This is an optimization exercise on Yosys and OpenROAD, whose aim is small area, a short achievable clock period and few clock cycles per item, not a production implementation. In this exercise RTL edits were held to simulation tests only and were not proved equivalent to the original.

==> flow/design.v, too long to show whole: its modules and the start of the top module <==
// module wtm32: 3620 lines
module wtm32 (
  input  wire logic        clk,
  input  wire logic        arst_n,
  input  wire logic        in_valid,
  input  wire logic [31:0] in_a,
  input  wire logic [31:0] in_b,
  output logic             in_ready,
  output logic             out_valid,
  output logic [63:0]      out_product,
  input  wire logic        credit_ret
);
  // ...
==> flow/run.sh <==
#!/bin/bash
# synth_recipe.tcl (not shown) runs the flow's synth.tcl, then flattens the netlist and writes it again
# the make line also repeats each setting of config.mk as NAME=value (left out here)
make -C /OpenROAD-flow-scripts/flow DESIGN_CONFIG=/design/flow/config.mk WORK_HOME=/design/flow/orfs CLKGATE_MAP_FILE= SYNTH_SCRIPT=/design/flow/synth_recipe.tcl finish
==> flow/config.mk <==
export PLATFORM = sky130hd
export DESIGN_NAME = wtm32
export DESIGN_NICKNAME = wtm32
export VERILOG_FILES = /design/flow/design.v
export SDC_FILE = /design/flow/constraint.sdc
export NUM_CORES = 4
export LEC_CHECK = 0
export ABC_CLOCK_PERIOD_IN_PS = 3500
export CAP_MARGIN = 20
export CORE_MARGIN = 2
export CORE_UTILIZATION = 40
export SETUP_SLACK_MARGIN = 4.5
export SLEW_MARGIN = 20
==> flow/constraint.sdc <==
create_clock -name core_clock -period 8.0 [get_ports {clk}]
set_input_delay 1.6000 -clock core_clock [delete_from_list [all_inputs] [get_ports {clk}]]
set_output_delay 1.6000 -clock core_clock [all_outputs]
set_load 0.01 [all_outputs]
==> metrics.cfg, run 1 <==
[status]
outcome = timing/DRC/antenna clean

[placement]
detailed_place_hpwl_um = 75200

[finish]
n_fill_cell = 7912
final_cell_area_um2 = 39700
design.seq.count = 392
n_antenna_cell = 0
dominant_cells = multi-input combinational cells
multiInputGateArea_um2 = 23800

[setup_path]
timing.critical_path.buf_inv = 2
r2r_slack_ps = 4000
cp-end-kind = flop
cp_slowest_cell = fa_2
critPathLaunch = cs_q[53]
reg2reg_depth = 12
arrival_ps = 4470
critical_path.max_fanout = 6

[clocking]
ctsHoldBuffers = 0
root_buffer = clkbuf_16
cts_setup_buffers = 35
cts.htree.levels = 2

[grt]
grt_max_degree = 37
grtUsageMet3_pct = 8.03
groute.usage.overall_pct = 25.9

[sta]
worst_slew_pin_slew_ps = 1080
slew_violations = 0
fin_crit_ps = 4000
setup_violations = 0
fmax_ghz = 0.250

[hold_path]
hold_path.startpoint = v2

[synthesis]
synth_top_area_share_pct = 26.8
synthAdderAreaFrac_pct = 31.4
synth.net_count = 4149
synth-simple-area-share_pct = 3.92
synthMuxAreaShare_pct = 0.231
synthTopCellsByArea = fa_1 27%, dfxtp_1 23%, xnor2_1 14%
synth_compound_area_share_pct = 15.6

[routing]
met2WireLength_um = 48100
m1WireLength_um = 46700
via_count = 26200
topRoutingLayerUsed = met5

Testbench counts, summed over its fixed seeds: cycles 3,224, items 3,200.
==> inputs of run 2 (changes only) <==
==> flow/config.mk (replaced) <==
export PLATFORM = sky130hd
export DESIGN_NAME = wtm32
export DESIGN_NICKNAME = wtm32
export VERILOG_FILES = /design/flow/design.v
export SDC_FILE = /design/flow/constraint.sdc
export NUM_CORES = 4
export LEC_CHECK = 0
export CAP_MARGIN = 20
export CORE_MARGIN = 2
export CORE_UTILIZATION = 40
export SLEW_MARGIN = 20
==> metrics.cfg, run 2 <==
[placement]
port_buffers = 133  ; unchanged
post_dp_cell_area_um2 = 36300  ; was 36400 um2
routabilityCongestion = 0.883  ; was 0.878
dp.cells = 4538  ; was 4536
detailed_place_hpwl_um = 75300  ; was 75200 um

[finish]
layoutNonFillerInstCount = 4622  ; was 4682
final_cell_area_um2 = 37800  ; was 39700 um2
n_antenna_cell = 0  ; unchanged
top_register = cs_q  ; unchanged
layout_commonest_cell = inv_1  ; unchanged
nNetsFinal = 4089  ; was 4152
syn_to_final_growth_pct = 10.9  ; was 16.5%
largest_reg_flops = 242  ; unchanged
drive_gt1_share_pct = 6.24  ; was 11.9%
final_cell_mix = 577 x inv_1, 535 x xnor2_1, 497 x a22oi_1, 457 x fa_1, 352 x dfxtp_1  ; was 567 x inv_1, 526 x xnor2_1, 497 x a22oi_1, 453 x fa_1, 345 x dfxtp_1
final_util_pct = 44.6  ; was 46.9%
reg_top3 = cs_q (242), out_product (64), a_q (32)  ; unchanged

[setup_path]
cp_data_required_time_ps = 8460  ; was 8470 ps
arrival_ps = 5200  ; was 4470 ps
crit_type = flop to flop  ; unchanged
reg2reg_depth = 15  ; was 12
cp-start-kind = flop  ; unchanged
critical_path.max_fanout = 8  ; was 6
cp-end-kind = flop  ; unchanged

[synthesis]
synth.net_count = 4149  ; unchanged
synth_top_area_share_pct = 26.8  ; unchanged
ys_seq_area_share_pct = 23.1  ; unchanged
synth-edff-count = 0  ; unchanged
syn_avg_cell_area_um2 = 9.73  ; unchanged
yosysWarnings = 1  ; unchanged
syn-cell-area_um2 = 34100  ; unchanged
synth_cell_type_count = 72  ; unchanged
synth.most_common_cell = inv_1  ; unchanged
synth_common_cells = 577 x inv_1, 535 x xnor2_1, 497 x a22oi_1  ; unchanged
ys_seq_elements = 392  ; unchanged
syn_inst = 3502  ; unchanged
synthArstFlopShare_pct = 1.53  ; unchanged
synthTopCellsByArea = fa_1 27%, dfxtp_1 23%, xnor2_1 14%  ; unchanged
ys.flop_type = dfxtp_1  ; unchanged
yosys.area.top_type = fa_1  ; unchanged

[floorplan]
initial_core_util_pct = 40.2  ; unchanged
die-area_um2 = 87600  ; unchanged
coreArea_um2 = 84700  ; unchanged
die_y_um = 296  ; unchanged
pin_count = 134  ; unchanged
chipWidth_um = 296  ; unchanged
rows = 107  ; unchanged

[clocking]
path_clk_slew_ps = 60  ; about the same
clk_latency_ps = 610  ; was 590 ps
tritoncts = yes  ; unchanged
cts_inserted_buffers = 46  ; was 45
cts_sinks = 392  ; unchanged
cts_resized = 0  ; was 160
root_buffer = clkbuf_16  ; unchanged
ctsHoldBuffers = 0  ; unchanged
cts_setup_buffers = 0  ; was 35
clockBufferDepth = 3  ; unchanged
cts.htree.levels = 2  ; unchanged

[status]
outcome = timing/DRC/antenna clean  ; unchanged

[grt]
first_global_vias = 26400  ; was 27000
grt_overflow_total = 0  ; unchanged
grt_pass1_wl_um = 171000  ; about the same
groute.usage.overall_pct = 26.0  ; was 25.9%
grt_max_degree = 53  ; was 37
antenna_found_initial = 3  ; was 5

[sta]
fmax_ghz = 0.211  ; was 0.250 GHz
slew-limit-headroom_pct = 25.5  ; was 28.0%
setup_violations = 0  ; unchanged
final.setup.tns_ps = 0  ; unchanged
fin_crit_ps = 4730  ; was 4000 ps
worst_slew_pin_slew_ps = 1110  ; was 1080 ps
finalHoldViolations = 0  ; unchanged
slew_violations = 0  ; unchanged
rsz0062_at_grt = false  ; was true
clock-skew-final_ps = 23.7  ; was 15.4 ps
period_share_pct = 59.2  ; was 49.9%

[routing]
wl_per_cell_um = 24.6  ; was 24.3 um
postRouteAntennaNets = 0  ; unchanged
firstDrtPassIters = 6  ; was 7
viasPerCell = 5.57  ; was 5.60
wirelength_um = 114000  ; about the same
drc = 0  ; unchanged
via_count = 25700  ; was 26200
initialDrtViolationCount = 3100  ; was 3126

[run]
cap_violations = 0  ; unchanged

[hold_path]
hold_depth = 0  ; unchanged
hold_path_class = flop to flop  ; unchanged

## run 2: logic make-up after synthesis
group           count (synthesis)  synth area share (%)
buf+inv                       903                  9.97
compound gates                740                  15.6
xor+xnor                      613                  15.8
fa+ha+maj                     582                  31.4
flops                         392                  23.1
simple gates                  265                  3.92
mux                             7                 0.231
## run 2: per-layer routing
| metal | GRT usage, % | routed length, um | vias to the layer above | share of wire [%] |
|---|---|---|---|---|
| met5 | 0 | 32 | - | 0.028 |
| met4 | 9.19 | 3950 | 4 | 3.5 |
| met3 | 7.77 | 14000 | 275 | 12 |
| met2 | 38.2 | 48200 | 1631 | 42 |
| met1 | 36.2 | 47600 | 12700 | 42 |
| li1 | - | - | 11100 | - |
## run 2: worst paths after layout
check	startpoint	to	slack, ps
min in group asynchronous	arst_n	v2	1240
worst min-delay path	v1	v2	350
worst max-delay path	cs_q[99]	out_product[63]	3270
max in group asynchronous	arst_n	credits[2]	6490
worst max register to register	cs_q[99]	out_product[63]	3270
worst min register to register	v1	v2	350
## run 2: area by class of cell
| cell class | instances | area, um2 |
|---|---|---|
| Clock buffer | 56 | 1230 |
| Clock inverter | 28 | 310 |
| Fill cell | 8035 | 47000 |
| Inverter | 588 | 2210 |
| Multi-Input combinational cell | 2207 | 22800 |
| Sequential cell | 392 | 7920 |
| Tap cell | 1144 | 1430 |
| Timing Repair Buffer | 207 | 1890 |
## run 2: per-stage QoR
stage / worst slack (ps) / hold WS [ps]
floorplan: 4350 / 329
detailed placement: 3240 / 340
global placement: 3220 / 337
finish: 3270 / 351
global route: 3110 / 363
CTS: 3190 / 356
## run 2: critical path: stages (launching register included)
cell     delay [ps]
dfxtp_1         310
fa_1            520
inv_1            50
fa_1            500
inv_1            40
ha_1            450
nand4_1         170
nor3_1          460
nand4_1         300
nor4b_1         420
nor3_1          150
buf_4           190
o31ai_4         400
a21oi_2         160
o41ai_2         350
xnor2_1         130
==> inputs of run 3 (changes only) <==
--- a/flow/config.mk
+++ b/flow/config.mk
@@ -5,7 +5,9 @@
 export SDC_FILE = /design/flow/constraint.sdc
 export NUM_CORES = 4
 export LEC_CHECK = 0
+export ABC_CLOCK_PERIOD_IN_PS = 1500
 export CAP_MARGIN = 20
 export CORE_MARGIN = 2
 export CORE_UTILIZATION = 40
+export SETUP_SLACK_MARGIN = 4.5
 export SLEW_MARGIN = 20
==> metrics.cfg, run 3 <==
[status]
outcome = timing/DRC/antenna clean  ; unchanged

[grt]
grt_max_degree = 37  ; was 53
antenna_found_initial = 5  ; was 3
first_global_vias = 27000  ; was 26400
grt_pass1_wl_um = 171000  ; about the same
groute.usage.overall_pct = 25.9  ; was 26.0%
grt_overflow_total = 0  ; unchanged

[synthesis]
synth_top_area_share_pct = 26.8  ; unchanged
synthArstFlopShare_pct = 1.53  ; unchanged
ys_seq_area_share_pct = 23.1  ; unchanged
syn-cell-area_um2 = 34100  ; unchanged
ys.flop_type = dfxtp_1  ; unchanged
syn_inst = 3502  ; unchanged
syn_avg_cell_area_um2 = 9.73  ; unchanged
synth-edff-count = 0  ; unchanged
synthTopCellsByArea = fa_1 27%, dfxtp_1 23%, xnor2_1 14%  ; unchanged
yosys.area.top_type = fa_1  ; unchanged
synth.net_count = 4149  ; unchanged
ys_seq_elements = 392  ; unchanged
synth_cell_type_count = 72  ; unchanged
synth_common_cells = 577 x inv_1, 535 x xnor2_1, 497 x a22oi_1  ; unchanged
yosysWarnings = 1  ; unchanged
synth.most_common_cell = inv_1  ; unchanged

[floorplan]
rows = 107  ; unchanged
die_y_um = 296  ; unchanged
coreArea_um2 = 84700  ; unchanged
die-area_um2 = 87600  ; unchanged
pin_count = 134  ; unchanged
initial_core_util_pct = 40.2  ; unchanged
chipWidth_um = 296  ; unchanged

[sta]
rsz0062_at_grt = true  ; was false
worst_slew_pin_slew_ps = 1080  ; was 1110 ps
fmax_ghz = 0.250  ; was 0.211 GHz
period_share_pct = 49.9  ; was 59.2%
slew-limit-headroom_pct = 28.0  ; was 25.5%
final.setup.tns_ps = 0  ; unchanged
finalHoldViolations = 0  ; unchanged
clock-skew-final_ps = 15.4  ; was 23.7 ps
slew_violations = 0  ; unchanged
fin_crit_ps = 4000  ; was 4730 ps
setup_violations = 0  ; unchanged

[finish]
syn_to_final_growth_pct = 16.5  ; was 10.9%
n_antenna_cell = 0  ; unchanged
largest_reg_flops = 242  ; unchanged
nNetsFinal = 4152  ; was 4089
layout_commonest_cell = inv_1  ; unchanged
drive_gt1_share_pct = 11.9  ; was 6.24%
top_register = cs_q  ; unchanged
layoutNonFillerInstCount = 4682  ; was 4622
final_cell_mix = 567 x inv_1, 526 x xnor2_1, 497 x a22oi_1, 453 x fa_1, 345 x dfxtp_1  ; was 577 x inv_1, 535 x xnor2_1, 497 x a22oi_1, 457 x fa_1, 352 x dfxtp_1
reg_top3 = cs_q (242), out_product (64), a_q (32)  ; unchanged

[clocking]
clockBufferDepth = 3  ; unchanged
cts.htree.levels = 2  ; unchanged
cts_inserted_buffers = 45  ; was 46
clk_latency_ps = 590  ; was 610 ps
cts_sinks = 392  ; unchanged
path_clk_slew_ps = 60  ; about the same
ctsHoldBuffers = 0  ; unchanged
tritoncts = yes  ; unchanged
root_buffer = clkbuf_16  ; unchanged

[hold_path]
hold_path_class = flop to flop  ; unchanged

[routing]
via_count = 26200  ; was 25700
wl_per_cell_um = 24.3  ; was 24.6 um
postRouteAntennaNets = 0  ; unchanged
firstDrtPassIters = 7  ; was 6
initialDrtViolationCount = 3126  ; was 3100
viasPerCell = 5.60  ; was 5.57
wirelength_um = 114000  ; about the same
drc = 0  ; unchanged

[placement]
detailed_place_hpwl_um = 75200  ; was 75300 um
port_buffers = 133  ; unchanged
routabilityCongestion = 0.878  ; was 0.883
dp.cells = 4536  ; was 4538

[setup_path]
crit_type = flop to flop  ; unchanged
critical_path.max_fanout = 6  ; was 8
arrival_ps = 4470  ; was 5200 ps
cp-start-kind = flop  ; unchanged
cp-end-kind = flop  ; unchanged
cp_data_required_time_ps = 8470  ; was 8460 ps

[run]
cap_violations = 0  ; unchanged

==> run 3: cell counts after synthesis <==
Identical to the previous run, type by type.
==> run 3: worst paths after layout <==
path | start | end | slack [ps] | depth (start not counted)
worst max-delay path | cs_q[53] | out_product[54] | 4000 | 12
worst min-delay path | v2 | out_valid | 350 | 0
worst max register to register | cs_q[53] | out_product[54] | 4000 | 12
worst min register to register | v2 | out_valid | 350 | 0
max in group asynchronous | arst_n | credits[2] | 6480 | 1
min in group asynchronous | arst_n | out_valid | 1250 | 1
==> run 3: cells by family after synthesis <==
kind of cell               Yosys count  synth area share, %
DFF                                392                 23.1
muxes                                7                0.231
AOI/OAI and AO/OA                  740                 15.6
buffers and inverters              903                 9.97
and+or+nand+nor                    265                 3.92
xor gates and xnor gates           613                 15.8
adders and majority gates          582                 31.4
==> run 3: metrics by stage <==
step	hold WS [ps]	cell area [um2]	setup WS, ps	util [%]
after detailed placement	337	36400	3600	42.9
after floorplan	329	34300	4440	-
after global routing	369	39700	3900	46.9
final	348	39700	4000	46.9
after CTS	351	38900	4080	45.9
after global placement	333	36400	3660	42.9
==> run 3: cell type report <==
type | count | area, um2
tap | 1144 | 1430
clock inverter | 21 | 236
clock buffer | 59 | 1290
fill | 7912 | 45000
inverter | 588 | 2260
sequential | 392 | 7960
timing repair buffer | 271 | 2780
multi-input combinational | 2207 | 23800
==> run 3: per-layer routing <==
layer / up-vias / global-route usage [%] / routed length [um]
li1: 11300 / - / -
met1: 13000 / 35.6 / 46700
met2: 1633 / 38.4 / 48100
met3: 325 / 8.03 / 14700
met4: 2 / 8.98 / 4350
met5: - / 0 / 13
==> run 3: timing repair <==
item / CTS / global route
resized for setup: 160 / 139
gates cloned: 0 / 1
pin swaps: 55 / 41
buffers inserted: 35 / 30
setup endpoints to repair: 161 / 83
==> run 3: worst max-delay path, stage by stage (launching register included) <==
cell      delay, ps
dfxtp_2         320
fa_1            560
inv_2            60
fa_2            620
inv_2            60
ha_4            250
and3_4          180
a2111o_1        420
and4b_2         290
or3_4           460
a211oi_4        390
o21bai_1        150
xnor2_1         140

[separate check: timing with driven ports]
How much do the figures lean on ideal ports? The routed layouts below were timed once more, with nothing changed but the port constraints.
Step 1: set_driving_cell puts a clkbuf_16 on clk and a buf_2 on each other input, an assumption about the parent block.
Step 2, shift: input delay + t, output delay - t, t = (earliest + latest rising clock arrival at the registers) / 2. This alone moves slack from input paths to output paths.
Slacks: ideal ports / drivers / drivers and shift; pairs: ideal ports / drivers.
run	t (ns)	setup WS [ns]	hold WS [ns]	clock arrival spread, ns	worst slew at a driven data input, ns
run 1	0.650	4.005 / 4.005 / 4.005	0.348 / 0.348 / 0.348	0.016 / 0.016	0.07
run 2	0.659	3.268 / 3.268 / 3.268	0.351 / 0.351 / 0.351	0.024 / 0.024	0.06
run 3	0.650	4.005 / 4.005 / 4.005	0.348 / 0.348 / 0.348	0.016 / 0.016	0.07
After both steps every run listed still meets setup and hold.
